What follows belongs to an exercise in optimizing a design on an open flow for small area, a short achievable clock period and few clock cycles; a production flow would make more cautious choices. In this exercise RTL edits were held to simulation tests only and were not proved equivalent to the original. Power and IR drop assume default switching activity.

[flow/config.mk]
export PLATFORM = sky130hd
export DESIGN_NAME = sql_like_pattern_matcher
export DESIGN_NICKNAME = sql_like_pattern_matcher
export VERILOG_FILES = /design/flow/design.v
export SDC_FILE = /design/flow/constraint.sdc
export NUM_CORES = 4
export LEC_CHECK = 0
export CAP_MARGIN = 20
export CORE_MARGIN = 2
export CORE_UTILIZATION = 55
export PLACE_DENSITY = 0.65
export SETUP_SLACK_MARGIN = 4.5
export SLEW_MARGIN = 20
[flow/constraint.sdc]
create_clock -name core_clock -period 7.0 [get_ports {clk}]
set_input_delay 1.4000 -clock core_clock [delete_from_list [all_inputs] [get_ports {clk}]]
set_output_delay 1.4000 -clock core_clock [all_outputs]
set_load 0.01 [all_outputs]
[flow/design.v]
package slpm_pkg;
    typedef enum logic [2:0] {
        REQ_CLEAR   = 3'd0,
        REQ_ELEMENT = 3'd1,
        REQ_RANGE   = 3'd2,
        REQ_BYTE    = 3'd3,
        REQ_END     = 3'd4
    } req_code_t;
    typedef struct packed {
        logic [2:0] req_type;
        logic       is_percent;
        logic       negate;
        logic [7:0] range_low;
        logic [7:0] range_high;
        logic [7:0] value_byte;
    } item_t;
    typedef struct packed {
        logic matched;
        logic pattern_error;
    } result_t;
    typedef struct packed {
        logic       new_elem;
        logic       add_range;
        logic       is_percent;
        logic       negate;
        logic [7:0] range_low;
        logic [7:0] range_high;
    } cell_wr_t;
endpackage
module slpm_cell #(
    parameter int MAX_RANGES = 4
) (
    input  logic       clk,
    input  logic       create,        
    input  logic       wr_slot,       
    input  logic       is_percent,
    input  logic       negate,
    input  logic [7:0] range_low,     
    input  logic [7:0] range_high,
    input  logic [3:0] byte_lo,       
    input  logic [3:0] byte_lo_n,     
    input  logic [3:0] byte_hi,       
    input  logic [3:0] byte_hi_n,     
    output logic       pct,
    output logic       neg,
    output logic       any_hit        
);
    localparam int MR = MAX_RANGES;
    logic       pct_reg;
    logic       neg_reg;
    logic [7:0] lo_reg [MR];
    logic [7:0] hi_reg [MR];
    logic [MR-1:0] c_lo, c_hi;            
    logic [MR-1:0] c_lo_reg, c_hi_reg;    
    logic [MR-1:0] in_rng;
    function automatic logic le4(input logic [3:0] a_n, input logic [3:0] b,
                                 input logic c_in);
        logic c;
        c = c_in;
        for (int i = 0; i < 4; i++)
            c = (b[i] & a_n[i]) | (c & (b[i] | a_n[i]));
        le4 = c;
    endfunction
    always_ff @(posedge clk)
    begin
        if (create)
        begin
            pct_reg <= is_percent;
            neg_reg <= negate;
        end
    end
    always_ff @(posedge clk)
    begin
        if (wr_slot)
        begin
            lo_reg[0] <= range_low;
            hi_reg[0] <= range_high;
        end
        else
        begin
            lo_reg[0] <= lo_reg[MR-1];
            hi_reg[0] <= hi_reg[MR-1];
        end
        for (int k = 1; k < MR; k++)
        begin
            lo_reg[k] <= {lo_reg[k-1][7] | create, lo_reg[k-1][6:0]};
            hi_reg[k] <= {hi_reg[k-1][7] & !create, hi_reg[k-1][6:0]};
        end
    end
    for (genvar r = 0; r < MR; r++)
    begin : g_lo
        assign c_lo[r] = le4(~lo_reg[r][3:0], byte_lo, 1'b1);
        assign c_hi[r] = le4(byte_lo_n, hi_reg[r][3:0], 1'b1);
    end
    always_ff @(posedge clk)
    begin
        c_lo_reg <= {c_lo[MR-2:0], c_lo[MR-1]};
        c_hi_reg <= {c_hi[MR-2:0], c_hi[MR-1]};
    end
    for (genvar r = 0; r < MR; r++)
    begin : g_hi
        assign in_rng[r] = le4(~lo_reg[r][7:4], byte_hi, c_lo_reg[r]) &&
                           le4(byte_hi_n, hi_reg[r][7:4], c_hi_reg[r]);
    end
    assign pct     = pct_reg;
    assign neg     = neg_reg;
    assign any_hit = |in_rng;
endmodule
module sql_like_pattern_matcher #(
    parameter int MAX_ELEMENTS = 32,
    parameter int MAX_RANGES   = 4
) (
    input  logic        clk,
    input  logic        rst_n,
    input  logic        item_valid,
    output logic        item_ready,
    input  logic [2:0]  item_req_type,
    input  logic        item_is_percent,
    input  logic        item_negate,
    input  logic [7:0]  item_range_low,
    input  logic [7:0]  item_range_high,
    input  logic [7:0]  item_value_byte,
    output logic        result_valid,
    input  logic        result_ready,
    output logic        result_matched,
    output logic        result_pattern_error
);
    localparam int ME = MAX_ELEMENTS;
    localparam int MR = MAX_RANGES;
    localparam int NP = ME + 1;
    localparam int LV = $clog2(NP);
    localparam int RQ_DEPTH = 5;
    localparam int TW = $clog2(RQ_DEPTH + 1);
    logic       ready_reg;      
    logic       stall_reg;      
    logic       s1_valid;
    logic [2:0] s1_type;
    logic       s1_pct, s1_neg;
    logic [7:0] s1_lo, s1_hi;
    logic [3:0] s1_blo, s1_blo_n, s1_bhi;
    logic       s1_clear, s1_elem, s1_range, s1_byte_req, s1_end;
    logic       s1_stall;
    logic       take;
    assign take = item_valid && ready_reg;
    always_ff @(posedge clk or negedge rst_n)
    begin
        if (!rst_n)
            s1_valid <= 1'b0;
        else
            s1_valid <= stall_reg || take;
    end
    always_ff @(posedge clk)
    begin
        if (!stall_reg)
        begin
            s1_type <= item_req_type;
            s1_pct  <= item_is_percent;
            s1_neg  <= item_negate;
            s1_lo   <= item_range_low;
            s1_hi   <= item_range_high;
            s1_blo   <= item_value_byte[3:0];
            s1_blo_n <= ~item_value_byte[3:0];
            s1_bhi   <= item_value_byte[7:4];
        end
    end
    assign s1_clear    = s1_valid && (s1_type == slpm_pkg::REQ_CLEAR);
    assign s1_elem     = s1_valid && (s1_type == slpm_pkg::REQ_ELEMENT);
    assign s1_range    = s1_valid && (s1_type == slpm_pkg::REQ_RANGE);
    assign s1_byte_req = s1_valid && (s1_type == slpm_pkg::REQ_BYTE);
    assign s1_end      = s1_valid && (s1_type == slpm_pkg::REQ_END);
    logic [ME-1:0] elem_mask, elem_mask_d;
    logic [MR-1:0] slot_used, slot_used_d;
    logic          ovf_reg;
    logic          elem_full, rng_full, range_ok;
    logic          new_elem, wr_range;
    logic [ME-1:0] sel_new, sel_last;
    assign elem_full = elem_mask[ME-1];
    assign rng_full  = &slot_used;
    assign range_ok  = elem_mask[0] && !rng_full;
    assign s1_stall  = s1_range && range_ok && slot_used[MR-1];
    assign new_elem  = s1_elem && !elem_full;
    assign wr_range  = s1_range && range_ok && !slot_used[MR-1];
    for (genvar e = 0; e < ME; e++)
    begin : g_sel
        if (e == 0)
            assign sel_new[e] = !elem_mask[0];
        else
            assign sel_new[e] = elem_mask[e-1] && !elem_mask[e];
        if (e == ME - 1)
            assign sel_last[e] = elem_mask[e];
        else
            assign sel_last[e] = elem_mask[e] && !elem_mask[e+1];
    end
    always_comb
    begin
        elem_mask_d = elem_mask;
        if (s1_clear)
            elem_mask_d = '0;
        else if (new_elem)
            elem_mask_d = {elem_mask[ME-2:0], 1'b1};
        if (new_elem)
            slot_used_d = '0;
        else
            slot_used_d = {slot_used[MR-2:0], slot_used[MR-1] | wr_range};
    end
    always_ff @(posedge clk or negedge rst_n)
    begin
        if (!rst_n)
        begin
            elem_mask <= '0;
            ovf_reg   <= 1'b0;
        end
        else
        begin
            elem_mask <= elem_mask_d;
            if (s1_clear)
                ovf_reg <= 1'b0;
            else if ((s1_elem && elem_full) || (s1_range && !range_ok))
                ovf_reg <= 1'b1;
        end
    end
    always_ff @(posedge clk)
        slot_used <= slot_used_d;
    logic [7:0]    wr_lo, wr_hi;
    logic [ME-1:0] cell_pct, cell_neg, cell_any;
    logic [3:0]    s2_bhi, s2_bhi_n;
    assign wr_lo = {s1_lo[7] | s1_elem, s1_lo[6:0]};
    assign wr_hi = {s1_hi[7] & !s1_elem, s1_hi[6:0]};
    for (genvar e = 0; e < ME; e++)
    begin : g_cell
        slpm_cell #(
            .MAX_RANGES (MR)
        ) u_cell (
            .clk        (clk),
            .create     (new_elem && sel_new[e]),
            .wr_slot    ((new_elem && sel_new[e]) || (wr_range && sel_last[e])),
            .is_percent (s1_pct),
            .negate     (s1_neg),
            .range_low  (wr_lo),
            .range_high (wr_hi),
            .byte_lo    (s1_blo),
            .byte_lo_n  (s1_blo_n),
            .byte_hi    (s2_bhi),
            .byte_hi_n  (s2_bhi_n),
            .pct        (cell_pct[e]),
            .neg        (cell_neg[e]),
            .any_hit    (cell_any[e])
        );
    end
    logic          s1_range_d, stall_d, pop;
    logic [TW-1:0] ends_reg, ends_d;    
    logic          rq_head_valid;
    assign pop        = rq_head_valid && result_ready;
    assign ends_d     = ends_reg + TW'(take && item_req_type == slpm_pkg::REQ_END) - TW'(pop);
    assign s1_range_d = stall_reg || (take && item_req_type == slpm_pkg::REQ_RANGE);
    assign stall_d    = s1_range_d && !(&slot_used_d) && slot_used_d[MR-1] &&
                        !s1_clear && (elem_mask[0] || new_elem);
    always_ff @(posedge clk or negedge rst_n)
    begin
        if (!rst_n)
        begin
            ends_reg  <= '0;
            ready_reg <= 1'b0;      
            stall_reg <= 1'b0;
        end
        else
        begin
            ends_reg  <= ends_d;
            ready_reg <= !stall_d && (ends_d < TW'(RQ_DEPTH));
            stall_reg <= stall_d;
        end
    end
    assign item_ready = ready_reg;
    logic          s2_byte, s2_end, s2_clear;
    logic          s3_byte, s3_end, s3_clear;
    logic [ME-1:0] s3_any;
    logic [ME-1:0] elem_mask_p;     
    logic          ovf_p;           
    always_ff @(posedge clk or negedge rst_n)
    begin
        if (!rst_n)
        begin
            s2_byte  <= 1'b0;
            s2_end   <= 1'b0;
            s2_clear <= 1'b0;
            s3_byte  <= 1'b0;
            s3_end   <= 1'b0;
            s3_clear <= 1'b0;
        end
        else
        begin
            s2_byte  <= s1_byte_req;
            s2_end   <= s1_end;
            s2_clear <= s1_clear;
            s3_byte  <= s2_byte;
            s3_end   <= s2_end;
            s3_clear <= s2_clear;
        end
    end
    always_ff @(posedge clk)
    begin
        s2_bhi      <= s1_bhi;
        s2_bhi_n    <= ~s1_bhi;
        s3_any      <= cell_any;
        elem_mask_p <= elem_mask;
        ovf_p       <= ovf_reg;
    end
    logic [NP-1:0] act_reg;
    logic [NP-1:0] kg [LV+1];
    logic [NP-1:0] kp [LV+1];
    logic [NP-1:0] closed, step_next, end_pos;
    logic [ME-1:0] lpct, adv;
    logic          matched;
    assign lpct = cell_pct & elem_mask_p;
    assign adv  = elem_mask_p & ~cell_pct & (s3_any ^ cell_neg);
    always_comb
    begin
        kg[0] = act_reg;
        kp[0] = {lpct, 1'b0};
        for (int k = 0; k < LV; k++)
        begin
            for (int j = 0; j < NP; j++)
            begin
                if (j >= (1 << k))
                begin
                    kg[k+1][j] = kg[k][j] || (kp[k][j] && kg[k][j-(1<<k)]);
                    kp[k+1][j] = kp[k][j] && kp[k][j-(1<<k)];
                end
                else
                begin
                    kg[k+1][j] = kg[k][j];
                    kp[k+1][j] = kp[k][j];
                end
            end
        end
    end
    assign closed = kg[LV];
    assign step_next = ({1'b0, closed[ME-1:0] & lpct}) | ({closed[ME-1:0] & adv, 1'b0});
    assign end_pos = {elem_mask_p, 1'b1} & ~{1'b0, elem_mask_p};
    assign matched = |(closed & end_pos);
    always_ff @(posedge clk or negedge rst_n)
    begin
        if (!rst_n)
            act_reg <= NP'(1);
        else if (s3_end || s3_clear)
            act_reg <= NP'(1);
        else if (s3_byte)
            act_reg <= step_next;
    end
    logic s4_end;
    logic s4_matched, s4_error;
    always_ff @(posedge clk or negedge rst_n)
    begin
        if (!rst_n)
            s4_end <= 1'b0;
        else
            s4_end <= s3_end;
    end
    always_ff @(posedge clk)
    begin
        s4_matched <= matched;
        s4_error   <= ovf_p;
    end
    logic [RQ_DEPTH-1:0] rq_valid;
    logic [1:0]          rq_data [RQ_DEPTH];
    logic [RQ_DEPTH-1:0] rq_valid_sh;
    logic [1:0]          rq_data_sh [RQ_DEPTH];
    assign rq_head_valid = rq_valid[0];
    always_comb
    begin
        for (int k = 0; k < RQ_DEPTH; k++)
        begin
            if (pop)
            begin
                rq_valid_sh[k] = (k + 1 < RQ_DEPTH) ? rq_valid[(k+1) % RQ_DEPTH] : 1'b0;
                rq_data_sh[k]  = (k + 1 < RQ_DEPTH) ? rq_data[(k+1) % RQ_DEPTH] : rq_data[k];
            end
            else
            begin
                rq_valid_sh[k] = rq_valid[k];
                rq_data_sh[k]  = rq_data[k];
            end
        end
    end
    always_ff @(posedge clk or negedge rst_n)
    begin
        if (!rst_n)
            rq_valid <= '0;
        else
        begin
            for (int k = 0; k < RQ_DEPTH; k++)
                rq_valid[k] <= rq_valid_sh[k] ||
                               (s4_end && (k == 0 || rq_valid_sh[(k+RQ_DEPTH-1) % RQ_DEPTH]));
        end
    end
    always_ff @(posedge clk)
    begin
        for (int k = 0; k < RQ_DEPTH; k++)
        begin
            if (s4_end && !rq_valid_sh[k] && (k == 0 || rq_valid_sh[(k+RQ_DEPTH-1) % RQ_DEPTH]))
                rq_data[k] <= {s4_matched, s4_error};
            else
                rq_data[k] <= rq_data_sh[k];
        end
    end
    assign result_valid         = rq_valid[0];
    assign result_matched       = rq_data[0][1];
    assign result_pattern_error = rq_data[0][0];
endmodule
[flow/run.sh]
#!/bin/bash
# synth_recipe.tcl (not shown) runs the flow's synth.tcl, then flattens the netlist and writes it again
# the make line also repeats each setting of config.mk as NAME=value (left out here)
make -C /OpenROAD-flow-scripts/flow DESIGN_CONFIG=/design/flow/config.mk WORK_HOME=/design/flow/orfs CLKGATE_MAP_FILE= SYNTH_SCRIPT=/design/flow/synth_recipe.tcl finish
==> results.txt, run 1 <==
* Synth Cell Area at 87100 um2
* Core Area at 158000 um2
* Layout cell share with drive strength beyond 1 at 23.9%
* Crit end category: flop
* Slowest CP cell: edfxtp_1
* Crit-path leading delay family: simple AND/OR/NAND/NOR gates
* RSZ-0062 raised after global routing: true
* Clock transition at path regs at 0.06 ns
* Post-synth ARST share at 3.26%
* Clock Skew at 0.0407 ns
* CTS H-Tree Depth at 5
* Final setup fails at 0
* CP required at 7.70 ns
* GP Congestion at 0.936
* Cell mode on critical path: nand4_1
* Crit-path cells: a311oi_2 -> o31a_1 -> and3_4 -> o22a_1 -> nand3_2 -> nor4_2 -> nand4_1 -> nor4bb_4 -> nand4_1
* CTS tree: built
* # port buffers at 36
* Io pins at 37
* Vias post-DR at 56.0k
* Max-cap viol count at 0
* Initial cell density of the core at 55.2%
* Drt initial violations at 4490
* Max incr delay on CP at 0.54 ns
* Pre-Repair DR Iteration Count at 6
* Period utilisation layout at 41.0%
* Post-synth EDFFs at 107
* Synth unique cells at 85
* Commonest non-fill, non-tap cell in the layout: dfxtp_1
* Max Slew Vio Count at 0
* Syn. warnings at 8
* Worst Tran Pin Value at 1.03 ns
* Avg Inst Size Synth at 11.7 um2
* Buf/Inv on CP at 0
* Drt wl/cell at 23.1 um
* Detail Placement HPWL at 127 mm
* Setup TNS at 0 ns
* Setup crit start kind: flop
* Vias in the first global route at 55.3k
* DRC at 0
* Net count after synthesis at 7516
* Skew-Pair Late Insertion Delay at 0.88 ns
* Routed vias/inst at 5.64
* Pwr per Cell Area at 304 nW/um2
* Part of the Yosys area used for sequential elements at 60.8%
* Synthesis-stage register bit count at 2574
* First-pass GRT wire length at 341 mm
* HP Class: reg2reg
* Layout Area Growth over Synthesis at 17.7%
* Die W at 402 um
* Tmin final at 2.87 ns
* Remaining Overflow, GRT at 0
* Largest net degree at the start of global routing at 132
* Setup WS pre-CTS at 3.25 ns
* Initial antenna violation count at 13
* Slack of the critical path at 4.13 ns
* Max frequency at 349 MHz
* Syn Inst Count at 7480
* Final Hold Violating Endpoints at 0
* ANT nets after route at 0
* Slew headroom at 31.6%
* Die extent in y at 402 um
* Critical Path AT at 3.57 ns
* Die area at 162000 um2
* WS Path Type: reg2reg
* Crit Path Max Fanout at 6
* VDD IR max at 0.000231 V
* Global Route Usage Sum at 27.6%
* Root buffer cell: clkbuf_16
* Nets at 7682
* Leak at 40.7 nW
* Max Root-Sink Buffers at 4
* Row count at 146
* Status: timing/DRC/antenna clean
* Number of CTS-inserted buffers at 276
* CTS sink count at 2574
* Commonest cells after routing, fill and taps aside: dfxtp_1, maj3_1, mux2_2, nand2_1, nor2_1
* WL final at 229 mm
* Synth Flop Type: dfxtp_1
==> area by class of cell <==
class | instances | area (um2)
fill | 12100 | 55300
multi-input combinational | 4366 | 34000
inverter | 151 | 616
clock buffer | 418 | 8220
timing repair buffer | 274 | 3600
timing repair inverter | 3 | 52.6
clock inverter | 49 | 449
tap | 2072 | 2590
sequential | 2574 | 53000
antenna | 8 | 20.0
==> cells in the mapped netlist, drive strengths merged, types with 107 or more instances <==
master | count | area share, %
o21ai | 418 | 2.4
maj3 | 1172 | 14
buf | 109 | 0.59
inv | 150 | 0.65
nor2 | 415 | 1.8
nand2 | 412 | 1.8
a21oi | 311 | 1.8
edfxtp | 107 | 3.7
clkbuf | 282 | 1.2
a31oi | 124 | 0.90
nor2b | 199 | 1.4
mux2 | 484 | 6.3
dfxtp | 2383 | 55
==> per-stage QoR <==
| stage | utilization, % | hold slack (ns) | total power, W | cells | cell area, um2 |
|---|---|---|---|---|---|
| 4_1_cts | 64.2 | 0.325 | 0.0313 | 9864 | 101000 |
| 5_1_grt | 65.0 | 0.327 | 0.0322 | 9907 | 103000 |
| 2_1_floorplan | - | 0.310 | 0.0167 | 7480 | 87200 |
| 6_report | 65.0 | 0.323 | 0.0312 | 9915 | 103000 |
| 3_3_place_gp | 56.6 | 0.325 | 0.0172 | 9267 | 89400 |
| 3_5_place_dp | 56.6 | 0.328 | 0.0173 | 9267 | 89400 |
==> repair_timing <==
action	4_1_cts	5_1_grt
gates resized for setup	447	334
cloned	23	6
hold buffers	0	0
setup endpoints to repair	1036	470
pin swaps	148	257
buffers inserted	107	37
==> power breakdown <==
part	switching, W	leakage (nW)	internal [W]	total [W]
Combinational	0.000977	15.0	0.000648	0.00162
Clock	0.00562	4.28	0.00833	0.0140
Sequential	0.000362	21.4	0.0153	0.0156
==> path summary, 6_finish.rpt <==
kind | startpoint | end | slack (ns) | cells past startpoint
max | g_cell[16].u_cell.pct_reg$_DFFE_PP_ | s4_matched$_DFF_P_ | 4.13 | 9
max reg2reg | g_cell[16].u_cell.pct_reg$_DFFE_PP_ | s4_matched$_DFF_P_ | 4.13 | 9
min | g_cell[8].u_cell.lo_reg[0][5]$_DFF_P_ | g_cell[8].u_cell.lo_reg[1][5]$_DFF_P_ | 0.32 | 0
max in group asynchronous | rst_n | elem_mask[14]$_DFFE_PN0P_ | 5.27 | 2
min in group asynchronous | rst_n | rq_valid[4]$_DFF_PN0_ | 0.41 | 1
min reg2reg | g_cell[8].u_cell.lo_reg[0][5]$_DFF_P_ | g_cell[8].u_cell.lo_reg[1][5]$_DFF_P_ | 0.32 | 0
==> routing by layer <==
layer | share of wire (%) | track usage [%] | vias up
met5 | 0.0087 | 0 | -
met4 | 3.9 | 9.75 | 4
met3 | 4.7 | 3.33 | 447
met2 | 46 | 45.8 | 1482
met1 | 45 | 37.3 | 27400
li1 | - | - | 26600
==> cell families (layout without fill, tap and decap cells) <==
kind of cell,count (synthesis),count (layout),share of synthesized area [%]
simple gates,1401,1403,7.65
other cells,0,8,0
fa+ha+maj,1175,1175,13.6
flops,2574,2574,60.8
mux,486,486,6.28
xor+xnor,34,34,0.342
compound gates,1268,1268,8.82
buf+inv,542,895,2.46
Testbench counts, summed over its fixed seeds: cycles 53,318.
==> run 2: changes to the inputs <==
--- a/flow/config.mk
+++ b/flow/config.mk
@@ -9,4 +9,6 @@
 export CORE_MARGIN = 2
 export CORE_UTILIZATION = 55
+export CTS_CLUSTER_DIAMETER = 100
+export CTS_CLUSTER_SIZE = 30
 export PLACE_DENSITY = 0.65
 export SETUP_SLACK_MARGIN = 4.5
==> results.txt, run 2 <==
* Final Hold Violating Endpoints at 0 (unchanged)
* # port buffers at 36 (unchanged)
* Root buffer cell: clkbuf_16 (unchanged)
* VDD IR max at 0.000199 V (was 0.000231 V)
* Setup TNS at 0 ns (unchanged)
* Avg Inst Size Synth at 11.7 um2 (unchanged)
* Worst Tran Pin Value at 1.09 ns (was 1.03 ns)
* Commonest cells after routing, fill and taps aside: dfxtp_1, maj3_1, mux2_2, nand2_1, nor2_1 (unchanged)
* P_sw at 0.00581 W (was 0.00696 W)
* CP required at 7.63 ns (was 7.70 ns)
* CTS tree: built (unchanged)
* Slack of the critical path at 4.17 ns (was 4.13 ns)
* Synth Cell Area at 87100 um2 (unchanged)
* Clock power share at 29.1% (was 44.7%)
* Die extent in y at 402 um (unchanged)
* CTS sink count at 2574 (unchanged)
* Internal at 0.0185 W (was 0.0242 W)
* Sequential share of power at 64.1% (was 50.1%)
* Status: timing/DRC/antenna clean (unchanged)
* R2r setup slk at 4.17 ns (was 4.13 ns)
* Layout cell share with drive strength beyond 1 at 21.2% (was 23.9%)
* Net count after synthesis at 7516 (unchanged)
* Yosys top cell area share at 54.7% (unchanged)
* CTS H-Tree Depth at 3 (was 5)
* Synth Flop Type: dfxtp_1 (unchanged)
* Post-synth ARST share at 3.26% (unchanged)
* Sw frac at 23.9% (was 22.3%)
* Drt wl/cell at 23.4 um (was 23.1 um)
* Max incr delay on CP at 0.53 ns (was 0.54 ns)
* Final setup fails at 0 (unchanged)
* Crit-path cells: a311oi_2 -> o31a_1 -> and3_4 -> o22a_1 -> nand3_2 -> nor4_2 -> nand4_1 -> nor4bb_2 -> nand4_1 (was a311oi_2 -> o31a_1 -> and3_4 -> o22a_1 -> nand3_2 -> nor4_2 -> nand4_1 -> nor4bb_4 -> nand4_1)
* Most frequent cells after synthesis: dfxtp_1, maj3_1, mux2_2 (unchanged)
* Cell mode on critical path: nand4_1 (unchanged)
* Fillers at 12.7k (was 12.1k)
* Drt initial violations at 4432 (was 4490)
* Leak at 37.7 nW (was 40.7 nW)
* Max Slew Vio Count at 0 (unchanged)
* Clock transition at path regs at 0.12 ns (was 0.06 ns)
* Nets at 7505 (was 7682)
* Period utilisation layout at 40.4% (was 41.0%)
* ANT nets after route at 0 (unchanged)
* Io pins at 37 (unchanged)
* Hold_ws at 0.340 ns (was 0.323 ns)
* Vias in the first global route at 53.0k (was 55.3k)
* Post-synth EDFFs at 107 (unchanged)
* Routed vias/inst at 5.68 (was 5.64)
* Top-count cell post-synth: dfxtp_1 (unchanged)
* Detail Placement HPWL at 127 mm (unchanged)
* Initial cell density of the core at 55.2% (unchanged)
* RSZ-0062 raised after global routing: true (unchanged)
* Multi-input logic area at 33900 um2 (was 34000 um2)
* Commonest non-fill, non-tap cell in the layout: dfxtp_1 (unchanged)
* Row count at 146 (unchanged)
* Die area at 162000 um2 (unchanged)
* Skew-Pair Late Insertion Delay at 0.78 ns (was 0.88 ns)
* HP Class: reg2reg (unchanged)
* Slowest CP cell: edfxtp_1 (unchanged)
* DRC at 0 (unchanged)
* Syn Inst Count at 7480 (unchanged)
* Remaining Overflow, GRT at 0 (unchanged)
* WS Path Type: reg2reg (unchanged)
* Setup crit start kind: flop (unchanged)
* Global Route Usage Sum at 26.8% (was 27.6%)
* GP Congestion at 0.936 (unchanged)
* WL final at 225 mm (was 229 mm)
* Initial antenna violation count at 14 (was 13)
* Max-cap viol count at 0 (unchanged)
* Max Root-Sink Buffers at 3 (was 4)
* Syn. warnings at 8 (unchanged)
* Crit end category: flop (unchanged)
* Synthesis-stage register bit count at 2574 (unchanged)
* Comb pwr share at 6.8% (was 5.2%)
* Max frequency at 353 MHz (was 349 MHz)
* Setup WS pre-CTS at 3.25 ns (unchanged)
* Core Area at 158000 um2 (unchanged)
* Final cell count without fillers at 9593 (was 9915)
* Area contributors post-synth: dfxtp_1, maj3_1, mux2_2 (unchanged)
* First-pass GRT wire length at 331 mm (was 341 mm)
* Number of CTS-inserted buffers at 97 (was 276)
* Pre-Repair DR Iteration Count at 5 (was 6)
* Vias post-DR at 54.5k (was 56.0k)
* Layout Area Growth over Synthesis at 10.9% (was 17.7%)
* Crit Path Max Fanout at 4 (was 6)
* Tmin final at 2.83 ns (was 2.87 ns)
* Synth unique cells at 85 (unchanged)
* Inst Count DP at 9267 (unchanged)
* Clock Skew at 0.0401 ns (was 0.0407 ns)
* Most area-hungry cell type in the Yosys netlist: dfxtp_1 (unchanged)
* Largest net degree at the start of global routing at 132 (unchanged)
* Critical Path AT at 3.46 ns (was 3.57 ns)
* Slew headroom at 27.4% (was 31.6%)
* Part of the Yosys area used for sequential elements at 60.8% (unchanged)
* Pwr per Cell Area at 252 nW/um2 (was 304 nW/um2)
* Die W at 402 um (unchanged)
* Reg area at 53000 um2 (about the same)
==> run 2: cell counts after synthesis <==
Identical to the previous run, type by type.
==> run 2: logic make-up (layout without fill, tap and decap cells) <==
kind of cell	Yosys count	count (layout)	share of synthesized area (%)
other	0	9	0
DFF	2574	2574	60.8
buffers and inverters	542	571	2.46
and+or+nand+nor	1401	1403	7.65
adders and majority gates	1175	1175	13.6
xor gates and xnor gates	34	34	0.342
AOI/OAI and AO/OA	1268	1269	8.82
muxes	486	486	6.28
==> run 2: worst max-delay path: cells and delay by family, from the launching register on <==
family	cells	cell delay, ns
flops	1	0.53
compound gates	3	0.81
simple gates	6	1.34
==> run 2: path summary, 6_finish.rpt <==
path,start,to,cells after the start
min in group asynchronous,rst_n,ends_reg[1]$_DFF_PN0_,1
max in group asynchronous,rst_n,act_reg[9]$_DFFE_PN0P_,2
worst min-delay path,g_cell[5].u_cell.hi_reg[1][6]$_DFF_P_,g_cell[5].u_cell.hi_reg[2][6]$_DFF_P_,0
worst min register to register,g_cell[5].u_cell.hi_reg[1][6]$_DFF_P_,g_cell[5].u_cell.hi_reg[2][6]$_DFF_P_,0
worst max-delay path,g_cell[16].u_cell.pct_reg$_DFFE_PP_,s4_matched$_DFF_P_,9
worst max register to register,g_cell[16].u_cell.pct_reg$_DFFE_PP_,s4_matched$_DFF_P_,9
==> run 2: stage by stage <==
step / power [W] / util, % / area, um2
3_5_place_dp: 0.0173 / 56.6 / 89400
6_report: 0.0243 / 61.3 / 96700
3_3_place_gp: 0.0172 / 56.6 / 89400
5_1_grt: 0.0252 / 61.2 / 96700
4_1_cts: 0.0244 / 60.3 / 95200
2_1_floorplan: 0.0167 / - / 87200
==> run 2: area by class of cell <==
| cell class | instances | area share (%) |
|---|---|---|
| Tap cell | 2072 | 2.68 |
| Multi-Input combinational cell | 4367 | 35.1 |
| Inverter | 151 | 0.639 |
| Clock buffer | 131 | 2.64 |
| Sequential cell | 2574 | 54.9 |
| Timing Repair Buffer | 275 | 3.81 |
| Antenna cell | 9 | 0.0233 |
| Clock inverter | 11 | 0.167 |
| Timing Repair inverter | 3 | 0.0505 |
==> run 2: per-layer routing <==
metal  track usage [%]  vias up  wire length (um)
li1                  -    26100                 -
met1              36.8    26800            102000
met2              44.8     1244            105000
met3              2.65      338              9590
met4              8.26        6              8690
met5                 0        -                43
==> run 2: repair_timing <==
action | CTS | global route
endpoints found under the setup margin | 1036 | 429
gates cloned | 21 | 10
gates resized for setup | 411 | 359
buffers inserted | 109 | 35
pin swaps | 137 | 235
hold buffers | 0 | 0
==> run 2: power groups by stage <==
stage	Combinational, W	Clock [W]	Sequential (W)
global placement	0.00133	0	0.0159
floorplan	0.000910	0	0.0158
global route	0.00176	0.00772	0.0157
detailed placement	0.00134	0	0.0159
CTS	0.00156	0.00723	0.0156
finish	0.00165	0.00708	0.0156
==> run 3: changes to the inputs <==
--- a/flow/design.v
+++ b/flow/design.v
@@ -261,5 +261,5 @@
         begin
             ends_reg  <= '0;
-            ready_reg <= 1'b0;      
+            ready_reg <= 1'b1;
             stall_reg <= 1'b0;
         end
--- a/flow/config.mk
+++ b/flow/config.mk
@@ -8,8 +8,6 @@
 export CAP_MARGIN = 20
 export CORE_MARGIN = 2
-export CORE_UTILIZATION = 55
-export CTS_CLUSTER_DIAMETER = 100
-export CTS_CLUSTER_SIZE = 30
-export PLACE_DENSITY = 0.65
-export SETUP_SLACK_MARGIN = 4.5
+export CORE_UTILIZATION = 65
+export PLACE_DENSITY = 0.72
+export SETUP_SLACK_MARGIN = 4.8
 export SLEW_MARGIN = 20
==> results.txt, run 3 <==
* Status: timing/DRC/antenna clean (unchanged)
* First-pass GRT wire length at 385 mm (was 331 mm)
* Final setup fails at 0 (unchanged)
* Met3 track demand over resource at 6.63% (was 2.65%)
* Reg area at 53100 um2 (was 53000 um2)
* Layout Area Growth over Synthesis at 26.0% (was 10.9%)
* # port buffers at 36 (unchanged)
* CP required at 7.73 ns (was 7.63 ns)
* Max Root-Sink Buffers at 3 (unchanged)
* HP Class: reg2reg (unchanged)
* Drt wl/cell at 28.5 um (was 23.4 um)
* Period utilisation layout at 42.2% (was 40.4%)
* Leak at 43.8 nW (was 37.7 nW)
* Row count at 134 (was 146)
* Multi-input logic area at 36700 um2 (was 33900 um2)
* Most area-hungry cell type in the Yosys netlist: dfxtp_1 (unchanged)
* GP Congestion at 0.988 (was 0.936)
* Vias in the first global route at 59.5k (was 53.0k)
* Tmin final at 2.96 ns (was 2.83 ns)
* Core Area at 133000 um2 (was 158000 um2)
* Area contributors post-synth: dfxtp_1, maj3_1, mux2_2 (unchanged)
* Layout cell share with drive strength beyond 1 at 32.9% (was 21.2%)
* Skew-Pair Late Insertion Delay at 0.87 ns (was 0.78 ns)
* WL final at 282 mm (was 225 mm)
* WS Path Type: reg2reg (unchanged)
* Syn Inst Count at 7480 (unchanged)
* RSZ-0062 raised after global routing: true (unchanged)
* Clock transition at path regs at 0.06 ns (was 0.12 ns)
* Most frequent cells after synthesis: dfxtp_1, maj3_1, mux2_2 (unchanged)
* Slowest CP cell: edfxtp_1 (unchanged)
* Avg Inst Size Synth at 11.7 um2 (about the same)
* Commonest cells after routing, fill and taps aside: dfxtp_1, maj3_2, maj3_1, nand2_1, nor2_1 (was dfxtp_1, maj3_1, mux2_2, nand2_1, nor2_1)
* Pre-Repair DR Iteration Count at 5 (unchanged)
* Net count after synthesis at 7516 (unchanged)
* Crit Path Max Fanout at 8 (was 4)
* Vias post-DR at 61.5k (was 54.5k)
* Critical Path AT at 3.68 ns (was 3.46 ns)
* Syn. warnings at 8 (unchanged)
* WHS Path Cells at 0 (unchanged)
* Cell mode on critical path: buf_6 (was nand4_1)
* Clock Skew at 0.0440 ns (was 0.0401 ns)
* Initial antenna violation count at 23 (was 14)
* Crit-path cells: nor2b_4 -> buf_6 -> nand2_4 -> nor2_4 -> nand3b_1 -> buf_6 -> buf_6 -> buf_8 -> buf_16 -> buf_6 -> buf_12 -> buf_12 -> buf_6 -> o22ai_4 -> buf_12 -> buf_12 -> mux2_4 (was a311oi_2 -> o31a_1 -> and3_4 -> o22a_1 -> nand3_2 -> nor4_2 -> nand4_1 -> nor4bb_2 -> nand4_1)
* Synth unique cells at 85 (unchanged)
* Hold Crit Endpoint: g_cell[15].u_cell.lo_reg[3][0]$_DFF_P_ (was g_cell[5].u_cell.hi_reg[2][6]$_DFF_P_)
* Min-delay src: g_cell[15].u_cell.lo_reg[2][0]$_DFF_P_ (was g_cell[5].u_cell.hi_reg[1][6]$_DFF_P_)
* Max frequency at 338 MHz (was 353 MHz)
* Die area at 137000 um2 (was 162000 um2)
* CTS tree: built (unchanged)
* Die W at 370 um (was 402 um)
* Crit end category: flop (unchanged)
* Fillers at 7269 (was 12.7k)
* Post-synth EDFFs at 107 (unchanged)
* Routed vias/inst at 6.21 (was 5.68)
* Number of CTS-inserted buffers at 238 (was 97)
* Commonest non-fill, non-tap cell in the layout: dfxtp_1 (unchanged)
* Largest net degree at the start of global routing at 177 (was 132)
* Pwr per Cell Area at 285 nW/um2 (was 252 nW/um2)
* Most used routing layer in global routing: met2 (unchanged)
* Reg2Reg Launch Point: s1_type[2]$_DFFE_PN_ (was g_cell[16].u_cell.pct_reg$_DFFE_PP_)
* Yosys top cell area share at 54.7% (about the same)
* Reg2reg end: g_cell[26].u_cell.hi_reg[0][5]$_DFF_P_ (was s4_matched$_DFF_P_)
* Met1 usage at 51.9% (was 36.8%)
* R2r setup slk at 4.04 ns (was 4.17 ns)
* DRC at 0 (unchanged)
* Setup crit start kind: flop (unchanged)
* Post-layout power at 0.0313 W (was 0.0243 W)
* Detail Placement HPWL at 126 mm (was 127 mm)
* Nets at 7935 (was 7505)
* Max Slew Vio Count at 0 (unchanged)
* Initial cell density of the core at 65.4% (was 55.2%)
* Part of the Yosys area used for sequential elements at 60.8% (about the same)
* ANT nets after route at 0 (unchanged)
* Die extent in y at 370 um (was 402 um)
* CTS sink count at 2574 (unchanged)
* Global Route Usage Sum at 38.0% (was 26.8%)
* R2R depth at 17 (was 9)
* Post-synth ARST share at 3.26% (unchanged)
* Setup TNS at 0 ns (unchanged)
* Drt initial violations at 6101 (was 4432)
* Final Hold Violating Endpoints at 0 (unchanged)
* Synth Flop Type: dfxtp_1 (unchanged)
* Max-cap viol count at 0 (unchanged)
* Slew headroom at 17.9% (was 27.4%)
* Worst Tran Pin Value at 1.23 ns (was 1.09 ns)
* Top-count cell post-synth: dfxtp_1 (unchanged)
* VDD IR max at 0.000269 V (was 0.000199 V)
* Root buffer cell: clkbuf_16 (unchanged)
* Max incr delay on CP at 0.44 ns (was 0.53 ns)
* Synth Cell Area at 87200 um2 (was 87100 um2)
* Synthesis-stage register bit count at 2574 (unchanged)
* Io pins at 37 (unchanged)
* GR Util met2 at 58.7% (was 44.8%)
* Remaining Overflow, GRT at 0 (unchanged)
* CTS H-Tree Depth at 4 (was 3)
## run 3: changes by cell type after synthesis
| cell | delta |
|---|---|
| dfstp_2 | +1 |
| dfrtp_1 | -1 |
## run 3: area by class of cell
| cell class | instances | share of cell area, % |
|---|---|---|
| flip-flops and latches | 2574 | 48.3 |
| clock buffers | 365 | 6.70 |
| multi-input cells | 4366 | 33.4 |
| well taps | 1768 | 2.01 |
| repair inverters | 17 | 0.325 |
| inverters | 151 | 0.588 |
| repair buffers | 551 | 7.79 |
| diodes | 19 | 0.0433 |
| clock inverters | 86 | 0.839 |
## run 3: worst max path at each step
stage,slack [ns],cells after the start,endpoint,startpoint
global route,3.99,17,g_cell[26].u_cell.lo_reg[0][6]$_DFF_P_,s1_type[2]$_DFFE_PN_
finish,4.04,17,g_cell[26].u_cell.hi_reg[0][5]$_DFF_P_,s1_type[2]$_DFFE_PN_
CTS,4.07,1,item_ready,ready_reg$_DFF_PN1_
global placement,3.02,12,ready_reg$_DFF_PN1_,result_ready
floorplan,4.14,9,ready_reg$_DFF_PN1_,item_valid
detailed placement,3.02,12,ready_reg$_DFF_PN1_,result_ready
## run 3: critical path, delay by kind of cell (launching register included)
kind	cells	cell delay (ns)
buf+inv	11	1.41
simple gates	4	0.45
flops	1	0.44
mux	1	0.31
compound gates	1	0.19
## run 3: per-layer routing
layer  share of wire [%]  vias to the layer above  wire, um
li1                    -                    27200         -
met1                  40                    30400    113000
met2                  44                     3067    124000
met3                 9.8                      796     27700
met4                 6.3                        4     17700
met5              0.0078                        -        22
## run 3: logic make-up after synthesis
family	share of synthesized area, %
flops	60.8
simple gates	7.65
compound gates	8.82
fa+ha+maj	13.6
buf+inv	2.46
mux	6.28
xor+xnor	0.342
## run 3: where the power goes
part           internal [W]  switching (W)
Sequential           0.0153       0.000394
Combinational      0.000922        0.00130
Clock               0.00776        0.00568
## run 3: per-stage QoR
stage | utilization, % | setup WS, ns | hold WS, ns | area (um2) | instances
final | 82.4 | 4.04 | 0.332 | 110000 | 9897
after floorplan | - | 4.14 | 0.310 | 88100 | 7480
after detailed placement | 67.2 | 3.02 | 0.324 | 89600 | 8953
after global placement | 67.2 | 3.02 | 0.313 | 89600 | 8953
after global routing | 82.4 | 3.99 | 0.333 | 110000 | 9885
after CTS | 79.3 | 4.07 | 0.326 | 106000 | 9733
## run 3: timing repair
item	in CTS	in global routing
setup endpoints to repair	1054	895
hold buffers	0	0
pin swaps	343	350
setup buffers	244	114
resized for setup	1092	721
cloned	85	31
Testbench counts of run 3, summed over its fixed seeds: cycles 53,318.
==> run 4: changes to the inputs <==
--- a/flow/design.v
+++ b/flow/design.v
@@ -261,5 +261,5 @@
         begin
             ends_reg  <= '0;
-            ready_reg <= 1'b1;
+            ready_reg <= 1'b0;      
             stall_reg <= 1'b0;
         end
@@ -307,9 +307,11 @@
     end
     logic [NP-1:0] act_reg;
+    logic [NP-1:1] act_hi_reg;
+    logic          act0_n_reg;      
     logic [NP-1:0] kg [LV+1];
     logic [NP-1:0] kp [LV+1];
     logic [NP-1:0] closed, step_next, end_pos;
     logic [ME-1:0] lpct, adv;
-    logic          matched;
+    logic [3:0]    matched_part;    
     assign lpct = cell_pct & elem_mask_p;
     assign adv  = elem_mask_p & ~cell_pct & (s3_any ^ cell_neg);
@@ -338,15 +340,31 @@
     assign step_next = ({1'b0, closed[ME-1:0] & lpct}) | ({closed[ME-1:0] & adv, 1'b0});
     assign end_pos = {elem_mask_p, 1'b1} & ~{1'b0, elem_mask_p};
-    assign matched = |(closed & end_pos);
+    always_comb
+    begin
+        matched_part = '0;
+        for (int j = 0; j < NP; j++)
+            matched_part[j * 4 / NP] = matched_part[j * 4 / NP] | (closed[j] & end_pos[j]);
+    end
+    assign act_reg = {act_hi_reg, !act0_n_reg};
     always_ff @(posedge clk or negedge rst_n)
     begin
         if (!rst_n)
-            act_reg <= NP'(1);
+        begin
+            act_hi_reg <= '0;
+            act0_n_reg <= 1'b0;
+        end
         else if (s3_end || s3_clear)
-            act_reg <= NP'(1);
+        begin
+            act_hi_reg <= '0;
+            act0_n_reg <= 1'b0;
+        end
         else if (s3_byte)
-            act_reg <= step_next;
+        begin
+            act_hi_reg <= step_next[NP-1:1];
+            act0_n_reg <= !step_next[0];
+        end
     end
     logic s4_end;
+    logic [3:0] s4_matched_part;
     logic s4_matched, s4_error;
     always_ff @(posedge clk or negedge rst_n)
@@ -359,7 +377,8 @@
     always_ff @(posedge clk)
     begin
-        s4_matched <= matched;
+        s4_matched_part <= matched_part;
         s4_error   <= ovf_p;
     end
+    assign s4_matched = |s4_matched_part;
     logic [RQ_DEPTH-1:0] rq_valid;
     logic [1:0]          rq_data [RQ_DEPTH];
--- a/flow/config.mk
+++ b/flow/config.mk
@@ -8,6 +8,8 @@
 export CAP_MARGIN = 20
 export CORE_MARGIN = 2
-export CORE_UTILIZATION = 65
-export PLACE_DENSITY = 0.72
-export SETUP_SLACK_MARGIN = 4.8
+export CORE_UTILIZATION = 55
+export CTS_CLUSTER_DIAMETER = 80
+export CTS_CLUSTER_SIZE = 24
+export PLACE_DENSITY = 0.65
+export SETUP_SLACK_MARGIN = 4.2
 export SLEW_MARGIN = 20
==> results.txt, run 4 <==
* Status: timing/DRC/antenna clean (unchanged)
* Crit end category: flop (unchanged)
* WL final at 214 mm (was 282 mm)
* Avg Inst Size Synth at 11.8 um2 (was 11.7 um2)
* Initial cell density of the core at 55.5% (was 65.4%)
* Post-CTS Hold Buffers at 0 (unchanged)
* Crit-path cells: clkinv_16 -> buf_12 -> maj3_2 -> maj3_2 -> maj3_2 -> maj3_1 -> o32ai_1 -> nand3b_1 (was nor2b_4 -> buf_6 -> nand2_4 -> nor2_4 -> nand3b_1 -> buf_6 -> buf_6 -> buf_8 -> buf_16 -> buf_6 -> buf_12 -> buf_12 -> buf_6 -> o22ai_4 -> buf_12 -> buf_12 -> mux2_4)
* Tmin final at 2.80 ns (was 2.96 ns)
* Layout cell share with drive strength beyond 1 at 14.8% (was 32.9%)
* CP required at 7.70 ns (was 7.73 ns)
* Slowest CP cell: dfxtp_4 (was edfxtp_1)
* Area contributors post-synth: dfxtp_1, maj3_1, mux2_2 (unchanged)
* Setup TNS at 0 ns (unchanged)
* Synth Flop Type: dfxtp_1 (unchanged)
* Buf/Inv on CP at 2 (was 11)
* Inst Count DP at 9164 (was 8953)
* Max-cap viol count at 0 (unchanged)
* Largest net degree at the start of global routing at 134 (was 177)
* Row count at 145 (was 134)
* Leak at 36.9 nW (was 43.8 nW)
* Crit Path Max Fanout at 7 (was 8)
* WHS Path Cells at 0 (unchanged)
* Layout Area Growth over Synthesis at 8.32% (was 26.0%)
* Detail Placement HPWL at 124 mm (was 126 mm)
* Io pins at 37 (unchanged)
* Nets at 7331 (was 7935)
* Pwr per Cell Area at 266 nW/um2 (was 285 nW/um2)
* Min-delay src: g_cell[17].u_cell.lo_reg[2][0]$_DFF_P_ (was g_cell[15].u_cell.lo_reg[2][0]$_DFF_P_)
* Initial antenna violation count at 12 (was 23)
* WS Path Type: reg2reg (unchanged)
* R2r setup slk at 4.20 ns (was 4.04 ns)
* Die W at 402 um (was 370 um)
* Final setup fails at 0 (unchanged)
* Clock transition at path regs at 0.10 ns (was 0.06 ns)
* Top-count cell post-synth: dfxtp_1 (unchanged)
* Pre-Repair DR Iteration Count at 5 (unchanged)
* Synth Cell Area at 86900 um2 (was 87200 um2)
* Post-synth ARST share at 3.26% (about the same)
* Part of the Yosys area used for sequential elements at 61.1% (was 60.8%)
* VDD IR max at 0.000211 V (was 0.000269 V)
* Final Hold Violating Endpoints at 0 (unchanged)
* Die area at 161000 um2 (was 137000 um2)
* Reg2Reg Launch Point: s2_bhi[0]$_DFF_P_ (was s1_type[2]$_DFFE_PN_)
* First-pass GRT wire length at 316 mm (was 385 mm)
* Vias in the first global route at 51.6k (was 59.5k)
* Critical Path AT at 3.50 ns (was 3.68 ns)
* Drt initial violations at 3796 (was 6101)
* Synth unique cells at 82 (was 85)
* Fillers at 12.7k (was 7269)
* # port buffers at 36 (unchanged)
* Max Slew Vio Count at 0 (unchanged)
* GP Congestion at 0.895 (was 0.988)
* Drt wl/cell at 22.7 um (was 28.5 um)
* Post-synth EDFFs at 107 (unchanged)
* Most frequent cells after synthesis: dfxtp_1, maj3_1, mux2_2 (unchanged)
* RSZ-0062 raised after global routing: true (unchanged)
* Net count after synthesis at 7415 (was 7516)
* Number of CTS-inserted buffers at 121 (was 238)
* Routed vias/inst at 5.63 (was 6.21)
* Syn. warnings at 8 (unchanged)
* Reg2reg end: s3_any[16]$_DFF_P_ (was g_cell[26].u_cell.hi_reg[0][5]$_DFF_P_)
* Slew headroom at 24.5% (was 17.9%)
* DRC at 0 (unchanged)
* Skew-Pair Late Insertion Delay at 0.78 ns (was 0.87 ns)
* Max incr delay on CP at 0.53 ns (was 0.44 ns)
* Hold Crit Endpoint: g_cell[17].u_cell.lo_reg[3][0]$_DFF_P_ (was g_cell[15].u_cell.lo_reg[3][0]$_DFF_P_)
* Worst Tran Pin Value at 1.13 ns (was 1.23 ns)
* Vias post-DR at 53.0k (was 61.5k)
* Commonest cells after routing, fill and taps aside: dfxtp_1, maj3_1, mux2_2, o21ai_0, nand2_1 (was dfxtp_1, maj3_2, maj3_1, nand2_1, nor2_1)
* Period utilisation layout at 40.0% (was 42.2%)
* HP Class: reg2reg (unchanged)
* Max frequency at 357 MHz (was 338 MHz)
* CTS sink count at 2577 (was 2574)
* Root buffer cell: clkbuf_16 (unchanged)
* Hold_ws at 0.338 ns (was 0.332 ns)
* Synthesis-stage register bit count at 2577 (was 2574)
* Cell mode on critical path: maj3_2 (was buf_6)
* Remaining Overflow, GRT at 0 (unchanged)
* R2R depth at 8 (was 17)
* CTS tree: built (unchanged)
* Final cell count without fillers at 9411 (was 9897)
* Setup crit start kind: flop (unchanged)
* Syn Inst Count at 7379 (was 7480)
* CTS H-Tree Depth at 3 (was 4)
* Clock Skew at 0.0323 ns (was 0.0440 ns)
* Core Area at 157000 um2 (was 133000 um2)
* Yosys top cell area share at 54.9% (was 54.7%)
* Most area-hungry cell type in the Yosys netlist: dfxtp_1 (unchanged)
* ANT nets after route at 0 (unchanged)
* Max Root-Sink Buffers at 3 (unchanged)
* Global Route Usage Sum at 25.5% (was 38.0%)
* Die extent in y at 402 um (was 370 um)
* Commonest non-fill, non-tap cell in the layout: dfxtp_1 (unchanged)
* Crit-path leading delay family: adder cells (was buffers and inverters)
[run 4: cell families after synthesis]
| group | count (synthesis) | synth area share [%] |
|---|---|---|
| AOI/OAI and AO/OA | 1214 | 8.54 |
| xor gates and xnor gates | 34 | 0.343 |
| adders and majority gates | 1197 | 14.0 |
| buffers and inverters | 523 | 2.39 |
| DFF | 2577 | 61.1 |
| muxes | 484 | 6.27 |
| and+or+nand+nor | 1350 | 7.43 |
[run 4: layer usage]
metal	global-route usage (%)	vias to the layer above	part of all wire, %
met5	0	-	0
met4	6.49	0	2.7
met3	2.83	265	4.1
met2	41.5	1067	45
met1	36.1	26100	48
li1	-	25600	-
[run 4: metrics by stage]
step	setup WS (ns)	area [um2]	power, W	util, %
global placement	3.21	89100	0.0172	56.9
finish	4.20	94200	0.0251	60.1
detailed placement	3.23	89100	0.0173	56.9
global route	4.10	94200	0.0259	60.1
floorplan	4.09	87000	0.0167	-
CTS	4.04	93400	0.0252	59.7
[run 4: where the power goes]
part           switching (W)  internal [W]  total [W]
combinational       0.000908      0.000575    0.00148
clock                0.00458       0.00346    0.00804
sequential          0.000323        0.0152     0.0156
[run 4: worst max-delay path by stage]
stage,startpoint,to,slack [ns],cells after the start
floorplan,item_valid,ready_reg$_DFF_PN0_,4.09,9
global placement,result_ready,ready_reg$_DFF_PN0_,3.21,12
detailed placement,result_ready,ready_reg$_DFF_PN0_,3.23,12
CTS,s1_type[0]$_DFFE_PN_,g_cell[28].u_cell.hi_reg[0][5]$_DFF_P_,4.04,5
global route,s2_bhi[0]$_DFF_P_,s3_any[3]$_DFF_P_,4.10,9
finish,s2_bhi[0]$_DFF_P_,s3_any[16]$_DFF_P_,4.20,8
[run 4: layout make-up]
type / count / area [um2] / share of cell area (%)
Clock inverter: 16 / 211 / 0.225
Antenna cell: 3 / 7.51 / 0.00797
Multi-Input combinational cell: 4280 / 32400 / 34.4
Inverter: 145 / 607 / 0.644
Clock buffer: 162 / 3330 / 3.53
Tap cell: 2058 / 2570 / 2.73
Timing Repair Buffer: 167 / 1900 / 2.02
Sequential cell: 2577 / 53100 / 56.4
Timing Repair inverter: 3 / 33.8 / 0.0359
[run 4: what timing repair did]
item | 4_1_cts | 5_1_grt
gates resized for setup | 68 | 73
buffers inserted | 31 | 24
endpoints found under the hold margin | 0 | 0
setup endpoints to repair | 751 | 307
cloned | 3 | 8
pin swaps | 18 | 14
Testbench counts of run 4, summed over its fixed seeds: cycles 53,318.
==> run 5: changes to the inputs <==
--- a/flow/config.mk
+++ b/flow/config.mk
@@ -9,7 +9,7 @@
 export CORE_MARGIN = 2
 export CORE_UTILIZATION = 55
-export CTS_CLUSTER_DIAMETER = 80
-export CTS_CLUSTER_SIZE = 24
+export CTS_CLUSTER_DIAMETER = 100
+export CTS_CLUSTER_SIZE = 30
 export PLACE_DENSITY = 0.65
-export SETUP_SLACK_MARGIN = 4.2
+export SETUP_SLACK_MARGIN = 4.5
 export SLEW_MARGIN = 20
==> results.txt, run 5 <==
* Pre-Repair DR Iteration Count at 7 (was 5)
* WL final at 224 mm (was 214 mm)
* Post-synth EDFFs at 107 (unchanged)
* DRC at 0 (unchanged)
* Vias post-DR at 53.9k (was 53.0k)
* Clock transition at path regs at 0.12 ns (was 0.10 ns)
* Top-count cell post-synth: dfxtp_1 (unchanged)
* Commonest cells after routing, fill and taps aside: dfxtp_1, maj3_1, mux2_2, maj3_2, nand2_1 (was dfxtp_1, maj3_1, mux2_2, o21ai_0, nand2_1)
* Reg2Reg Launch Point: s2_bhi[0]$_DFF_P_ (unchanged)
* Initial cell density of the core at 55.5% (unchanged)
* Skew-Pair Late Insertion Delay at 0.76 ns (was 0.78 ns)
* Row count at 145 (unchanged)
* Die W at 402 um (unchanged)
* Min-delay src: g_cell[26].u_cell.lo_reg[0][0]$_DFF_P_ (was g_cell[17].u_cell.lo_reg[2][0]$_DFF_P_)
* Area contributors post-synth: dfxtp_1, maj3_1, mux2_2 (unchanged)
* Clock Skew at 0.0286 ns (was 0.0323 ns)
* # port buffers at 36 (unchanged)
* Yosys top cell area share at 54.9% (unchanged)
* Worst Tran Pin Value at 1.04 ns (was 1.13 ns)
* Synth Cell Area at 86900 um2 (unchanged)
* CTS H-Tree Depth at 3 (unchanged)
* Max Slew Vio Count at 0 (unchanged)
* Core Area at 157000 um2 (unchanged)
* Post-synth ARST share at 3.26% (unchanged)
* Crit end category: output port (was flop)
* Setup crit start kind: flop (unchanged)
* RSZ-0062 raised after global routing: true (unchanged)
* Synth Flop Type: dfxtp_1 (unchanged)
* VDD IR max at 0.000190 V (was 0.000211 V)
* Vias in the first global route at 52.9k (was 51.6k)
* Max-cap viol count at 0 (unchanged)
* First-pass GRT wire length at 329 mm (was 316 mm)
* Most frequent cells after synthesis: dfxtp_1, maj3_1, mux2_2 (unchanged)
* Die area at 161000 um2 (unchanged)
* Die extent in y at 402 um (unchanged)
* Layout Area Growth over Synthesis at 11.0% (was 8.32%)
* CTS tree: built (unchanged)
* Max Root-Sink Buffers at 3 (unchanged)
* CTS sink count at 2577 (unchanged)
* Most area-hungry cell type in the Yosys netlist: dfxtp_1 (unchanged)
* Layout cell share with drive strength beyond 1 at 22.6% (was 14.8%)
* Drt initial violations at 4065 (was 3796)
* Initial antenna violation count at 8 (was 12)
* Crit Path Max Fanout at 2 (was 7)
* Io pins at 37 (unchanged)
* Net count after synthesis at 7415 (unchanged)
* Reg2reg end: s3_any[22]$_DFF_P_ (was s3_any[16]$_DFF_P_)
* Final core occ at 61.6% (was 60.1%)
* Slew headroom at 30.2% (was 24.5%)
* Avg Inst Size Synth at 11.8 um2 (unchanged)
* ANT nets after route at 0 (unchanged)
* Crit-path cells: buf_6 (was clkinv_16 -> buf_12 -> maj3_2 -> maj3_2 -> maj3_2 -> maj3_1 -> o32ai_1 -> nand3b_1)
* Syn Inst Count at 7379 (unchanged)
* Part of the Yosys area used for sequential elements at 61.1% (unchanged)
* Root buffer cell: clkbuf_16 (unchanged)
* Setup TNS at 0 ns (unchanged)
* R2R depth at 10 (was 8)
* Critical Path AT at 1.30 ns (was 3.50 ns)
* Period utilisation layout at 38.5% (was 40.0%)
* Nets at 7415 (was 7331)
* Hold_ws at 0.337 ns (was 0.338 ns)
* Synth unique cells at 82 (unchanged)
* Detail Placement HPWL at 125 mm (was 124 mm)
* Synthesis-stage register bit count at 2577 (unchanged)
* Max frequency at 371 MHz (was 357 MHz)
* Global Route Usage Sum at 26.7% (was 25.5%)
* GP Congestion at 0.884 (was 0.895)
* Largest net degree at the start of global routing at 137 (was 134)
* Crit-path leading delay family: flip-flops (was adder cells)
* Status: timing/DRC/antenna clean (unchanged)
* Buf/Inv on CP at 1 (was 2)
* R2r setup slk at 4.35 ns (was 4.20 ns)
* Pwr per Cell Area at 252 nW/um2 (was 266 nW/um2)
* Syn. warnings at 8 (unchanged)
* Number of CTS-inserted buffers at 95 (was 121)
* Remaining Overflow, GRT at 0 (unchanged)
* CP Depth at 1 (was 8)
* HP Class: reg2reg (unchanged)
* CP required at 5.60 ns (was 7.70 ns)
* Final setup fails at 0 (unchanged)
* Slowest CP cell: dfrtp_2 (was dfxtp_4)
* Routed vias/inst at 5.69 (was 5.63)
* Commonest non-fill, non-tap cell in the layout: dfxtp_1 (unchanged)
* Max incr delay on CP at 0.43 ns (was 0.53 ns)
* Drt wl/cell at 23.6 um (was 22.7 um)
* WS Path Type: reg2out (was reg2reg)
* Tmin final at 2.70 ns (was 2.80 ns)
* WHS Path Cells at 0 (unchanged)
* Final Hold Violating Endpoints at 0 (unchanged)
* Hold Crit Endpoint: g_cell[26].u_cell.lo_reg[1][0]$_DFF_P_ (was g_cell[17].u_cell.lo_reg[3][0]$_DFF_P_)
* Leak at 38.1 nW (was 36.9 nW)
==> run 5: cell counts after synthesis <==
Identical to the previous run, type by type.
==> run 5: power breakdown <==
| group | internal [W] | total, W | switching (W) |
|---|---|---|---|
| Clock | 0.00261 | 0.00701 | 0.00440 |
| Sequential | 0.0153 | 0.0156 | 0.000323 |
| Combinational | 0.000690 | 0.00168 | 0.000992 |
==> run 5: kinds of logic (layout without fill, tap and decap cells) <==
family	Yosys count	in the layout	share of synthesized area, %
compound gates	1214	1214	8.54
xor+xnor	34	34	0.343
fa+ha+maj	1197	1197	14.0
buf+inv	523	569	2.39
flops	2577	2577	61.1
mux	484	484	6.27
other cells	0	2	0
simple gates	1350	1353	7.43
==> run 5: per-stage QoR <==
step	std cells	area [um2]	setup WS (ns)	total power, W
4_1_cts	9425	94600	4.25	0.0243
2_1_floorplan	7379	87000	4.09	0.0167
5_1_grt	9486	96500	4.25	0.0251
3_3_place_gp	9165	89100	3.21	0.0172
6_report	9488	96500	4.30	0.0243
3_5_place_dp	9165	89100	3.13	0.0172
==> run 5: layout make-up <==
cell class | instances | area [um2]
fill | 12500 | 60100
sequential | 2577 | 53100
multi-input combinational | 4282 | 33700
timing repair buffer | 275 | 3780
clock buffer | 141 | 2590
tap | 2058 | 2570
inverter | 145 | 612
timing repair inverter | 3 | 48.8
clock inverter | 5 | 40.0
antenna | 2 | 5.00
==> run 5: how the worst max path moves through the flow <==
stage | to | start | slack [ns]
floorplan | ready_reg$_DFF_PN0_ | item_valid | 4.09
global placement | ready_reg$_DFF_PN0_ | result_ready | 3.21
detailed placement | g_cell[17].u_cell.lo_reg[0][0]$_DFF_P_ | s1_type[2]$_DFFE_PN_ | 3.13
CTS | item_ready | ready_reg$_DFF_PN0_ | 4.25
global route | item_ready | ready_reg$_DFF_PN0_ | 4.25
finish | result_valid | rq_valid[0]$_DFF_PN0_ | 4.30
==> run 5: timing repair <==
action | CTS | global route
buffers inserted | 87 | 52
pin swaps | 146 | 242
hold buffers | 0 | 0
resized for setup | 415 | 428
cloned | 27 | 8
endpoints found under the setup margin | 990 | 547
==> run 5: metal layers <==
layer | vias up | global-route usage, % | share of wire [%]
met5 | - | 0 | 0.0058
met4 | 2 | 7.52 | 2.8
met3 | 290 | 2.89 | 4.9
met2 | 1189 | 44.9 | 47
met1 | 26800 | 36.6 | 45
li1 | 25700 | - | -
==> run 6: changes to the inputs <==
--- a/flow/design.v
+++ b/flow/design.v
@@ -134,6 +134,4 @@
     logic       ready_reg;      
     logic       stall_reg;      
-    logic       s1_valid;
-    logic [2:0] s1_type;
     logic       s1_pct, s1_neg;
     logic [7:0] s1_lo, s1_hi;
@@ -143,16 +141,8 @@
     logic       take;
     assign take = item_valid && ready_reg;
-    always_ff @(posedge clk or negedge rst_n)
-    begin
-        if (!rst_n)
-            s1_valid <= 1'b0;
-        else
-            s1_valid <= stall_reg || take;
-    end
     always_ff @(posedge clk)
     begin
         if (!stall_reg)
         begin
-            s1_type <= item_req_type;
             s1_pct  <= item_is_percent;
             s1_neg  <= item_negate;
@@ -164,9 +154,23 @@
         end
     end
-    assign s1_clear    = s1_valid && (s1_type == slpm_pkg::REQ_CLEAR);
-    assign s1_elem     = s1_valid && (s1_type == slpm_pkg::REQ_ELEMENT);
-    assign s1_range    = s1_valid && (s1_type == slpm_pkg::REQ_RANGE);
-    assign s1_byte_req = s1_valid && (s1_type == slpm_pkg::REQ_BYTE);
-    assign s1_end      = s1_valid && (s1_type == slpm_pkg::REQ_END);
+    always_ff @(posedge clk or negedge rst_n)
+    begin
+        if (!rst_n)
+        begin
+            s1_clear    <= 1'b0;
+            s1_elem     <= 1'b0;
+            s1_range    <= 1'b0;
+            s1_byte_req <= 1'b0;
+            s1_end      <= 1'b0;
+        end
+        else if (!stall_reg)
+        begin
+            s1_clear    <= take && (item_req_type == slpm_pkg::REQ_CLEAR);
+            s1_elem     <= take && (item_req_type == slpm_pkg::REQ_ELEMENT);
+            s1_range    <= take && (item_req_type == slpm_pkg::REQ_RANGE);
+            s1_byte_req <= take && (item_req_type == slpm_pkg::REQ_BYTE);
+            s1_end      <= take && (item_req_type == slpm_pkg::REQ_END);
+        end
+    end
     logic [ME-1:0] elem_mask, elem_mask_d;
     logic [MR-1:0] slot_used, slot_used_d;
--- a/flow/config.mk
+++ b/flow/config.mk
@@ -12,4 +12,4 @@
 export CTS_CLUSTER_SIZE = 30
 export PLACE_DENSITY = 0.65
-export SETUP_SLACK_MARGIN = 4.5
+export SETUP_SLACK_MARGIN = 4.35
 export SLEW_MARGIN = 20
==> results.txt, run 6 <==
* HP Class: reg2reg (unchanged)
* Hold Crit Endpoint: s4_error$_DFF_P_ (was g_cell[26].u_cell.lo_reg[1][0]$_DFF_P_)
* Worst Tran Pin Value at 1.08 ns (was 1.04 ns)
* GP Congestion at 0.931 (was 0.884)
* Io pins at 37 (unchanged)
* Top-count cell post-synth: dfxtp_1 (unchanged)
* Max incr delay on CP at 0.43 ns (about the same)
* Vias post-DR at 53.2k (was 53.9k)
* RSZ-0062 raised after global routing: true (unchanged)
* Synth Flop Type: dfxtp_1 (unchanged)
* Post-synth EDFFs at 104 (was 107)
* Clock transition at path regs at 0.11 ns (was 0.12 ns)
* Area contributors post-synth: dfxtp_1, maj3_1, mux2_2 (unchanged)
* Pwr per Cell Area at 255 nW/um2 (was 252 nW/um2)
* Max Slew Vio Count at 0 (unchanged)
* Crit-path leading delay family: flip-flops (unchanged)
* Synthesis-stage register bit count at 2578 (was 2577)
* Syn. warnings at 8 (unchanged)
* Min-delay src: ovf_p$_DFF_P_ (was g_cell[26].u_cell.lo_reg[0][0]$_DFF_P_)
* CTS tree: built (unchanged)
* ANT nets after route at 0 (unchanged)
* CTS sink count at 2578 (was 2577)
* Crit-path cells: buf_6 (unchanged)
* Inst Count DP at 9246 (was 9165)
* Crit end category: output port (unchanged)
* Detail Placement HPWL at 127 mm (was 125 mm)
* Crit Path Max Fanout at 2 (unchanged)
* VDD IR max at 0.000206 V (was 0.000190 V)
* WHS Path Cells at 0 (unchanged)
* Row count at 145 (unchanged)
* Initial cell density of the core at 55.5% (about the same)
* Post-layout power at 0.0238 W (was 0.0243 W)
* Yosys top cell area share at 55.0% (was 54.9%)
* First-pass GRT wire length at 313 mm (was 329 mm)
* Synth Cell Area at 86900 um2 (about the same)
* Critical Path AT at 1.30 ns (about the same)
* Core Area at 157000 um2 (unchanged)
* CTS H-Tree Depth at 3 (unchanged)
* Most area-hungry cell type in the Yosys netlist: dfxtp_1 (unchanged)
* Routed vias/inst at 5.64 (was 5.69)
* Initial antenna violation count at 10 (was 8)
* Period utilisation layout at 38.6% (was 38.5%)
* Drt initial violations at 3871 (was 4065)
* Number of CTS-inserted buffers at 95 (unchanged)
* Part of the Yosys area used for sequential elements at 61.1% (about the same)
* Max-cap viol count at 0 (unchanged)
* Slew headroom at 28.0% (was 30.2%)
* Die extent in y at 401 um (was 402 um)
* Avg Inst Size Synth at 11.7 um2 (was 11.8 um2)
* Post-synth ARST share at 3.41% (was 3.26%)
* Commonest cells after routing, fill and taps aside: dfxtp_1, maj3_1, mux2_2, o21ai_0, nand2_1 (was dfxtp_1, maj3_1, mux2_2, maj3_2, nand2_1)
* Final Hold Violating Endpoints at 0 (unchanged)
* Synth unique cells at 76 (was 82)
* Layout cell share with drive strength beyond 1 at 15.2% (was 22.6%)
* Clock Skew at 0.0279 ns (was 0.0286 ns)
* Buf/Inv on CP at 1 (unchanged)
* Final setup fails at 0 (unchanged)
* Net count after synthesis at 7455 (was 7415)
* # port buffers at 36 (unchanged)
* Skew-Pair Late Insertion Delay at 0.75 ns (was 0.76 ns)
* Leak at 36.6 nW (was 38.1 nW)
* Drt wl/cell at 22.1 um (was 23.6 um)
* Layout Area Growth over Synthesis at 7.50% (was 11.0%)
* R2r setup slk at 4.36 ns (was 4.35 ns)
* Remaining Overflow, GRT at 0 (unchanged)
* Setup crit start kind: flop (unchanged)
* Reg2reg end: s3_any[3]$_DFF_P_ (was s3_any[22]$_DFF_P_)
* Reg2Reg Launch Point: s2_bhi[0]$_DFF_P_ (unchanged)
* Placement Cell Area at 89500 um2 (was 89100 um2)
* Root buffer cell: clkbuf_16 (unchanged)
* Die W at 401 um (was 402 um)
* CP required at 5.60 ns (about the same)
* Status: timing/DRC/antenna clean (unchanged)
* Setup TNS at 0 ns (unchanged)
* Fin area at 93400 um2 (was 96500 um2)
* WS Path Type: reg2out (unchanged)
* Commonest non-fill, non-tap cell in the layout: dfxtp_1 (unchanged)
* R2R depth at 9 (was 10)
* DRC at 0 (unchanged)
* Syn Inst Count at 7419 (was 7379)
* Slowest CP cell: dfrtp_2 (unchanged)
* Tmin final at 2.70 ns (about the same)
* Final cell count without fillers at 9443 (was 9488)
* Pre-Repair DR Iteration Count at 6 (was 7)
* Max frequency at 370 MHz (was 371 MHz)
* Final core occ at 59.7% (was 61.6%)
* Global Route Usage Sum at 25.0% (was 26.7%)
* Nets at 7379 (was 7415)
* Largest net degree at the start of global routing at 129 (was 137)
* WL final at 209 mm (was 224 mm)
* Max Root-Sink Buffers at 3 (unchanged)
* Most frequent cells after synthesis: dfxtp_1, maj3_1, mux2_2 (unchanged)
* Vias in the first global route at 52.4k (was 52.9k)
* Fillers at 12.9k (was 12.5k)
* Die area at 161000 um2 (about the same)
## run 6: worst max path at each step
stage | start | endpoint | slack (ns) | depth (start not counted)
6_report | rq_valid[0]$_DFF_PN0_ | result_valid | 4.30 | 1
5_1_grt | rq_data[0][0]$_DFFE_PP_ | result_pattern_error | 4.23 | 1
4_1_cts | rq_valid[0]$_DFF_PN0_ | result_valid | 4.23 | 1
3_5_place_dp | result_ready | ready_reg$_DFF_PN0_ | 3.40 | 11
3_3_place_gp | result_ready | ready_reg$_DFF_PN0_ | 3.40 | 11
2_1_floorplan | result_ready | ready_reg$_DFF_PN0_ | 4.14 | 10
## run 6: kinds of logic after synthesis
family	after synthesis	share of synthesized area [%]
flip-flops	2578	61.1
multiplexers	489	6.34
AO/OA/AOI/OAI	1266	8.75
buffers and inverters	559	2.54
AND/OR/NAND/NOR	1317	7.17
adder cells (fa/ha/maj)	1176	13.7
XOR/XNOR	34	0.343
## run 6: power breakdown
group / internal [W] / switching (W)
Combinational: 0.000531 / 0.000873
Sequential: 0.0152 / 0.000291
Clock: 0.00259 / 0.00433
## run 6: routing by layer
metal | global-route usage (%) | vias up | part of all wire [%]
met5 | 0 | - | 0
met4 | 6.24 | 0 | 2.7
met3 | 2.29 | 264 | 3.6
met2 | 41.5 | 983 | 46
met1 | 35.1 | 26200 | 47
li1 | - | 25800 | -
## run 6: final cells by class
class	count	area [um2]	share of cell area, %
antenna	4	10.0	0.0107
clock buffer	135	2580	2.76
inverter	178	736	0.788
multi-input combinational	4284	32200	34.5
sequential	2578	53100	56.9
tap	2058	2570	2.76
timing repair buffer	203	2130	2.28
timing repair inverter	3	33.8	0.0362
## run 6: per-stage QoR
step / setup WS, ns / hold WS (ns)
floorplan: 4.14 / 0.310
global placement: 3.40 / 0.315
detailed placement: 3.40 / 0.315
CTS: 4.23 / 0.339
global route: 4.23 / 0.341
finish: 4.30 / 0.337
## run 6: what timing repair did
action / 4_1_cts / 5_1_grt
hold buffers: 0 / 0
pin swaps: 7 / 19
setup endpoints to repair: 522 / 249
buffers inserted: 25 / 20
gates resized for setup: 86 / 74
gates cloned: 5 / 8
hold endpoints to repair: 0 / 0
Testbench counts of run 6, summed over its fixed seeds: cycles 53,318.

Re-timed with assumed drivers on the ports (clkbuf_16 on the clock, buf_2 on other inputs), run 6 has 4.214 ns of setup slack against 4.298 ns with ideal ports, and 3.657 ns once port delays also move by the mid clock arrival of 0.826 ns.
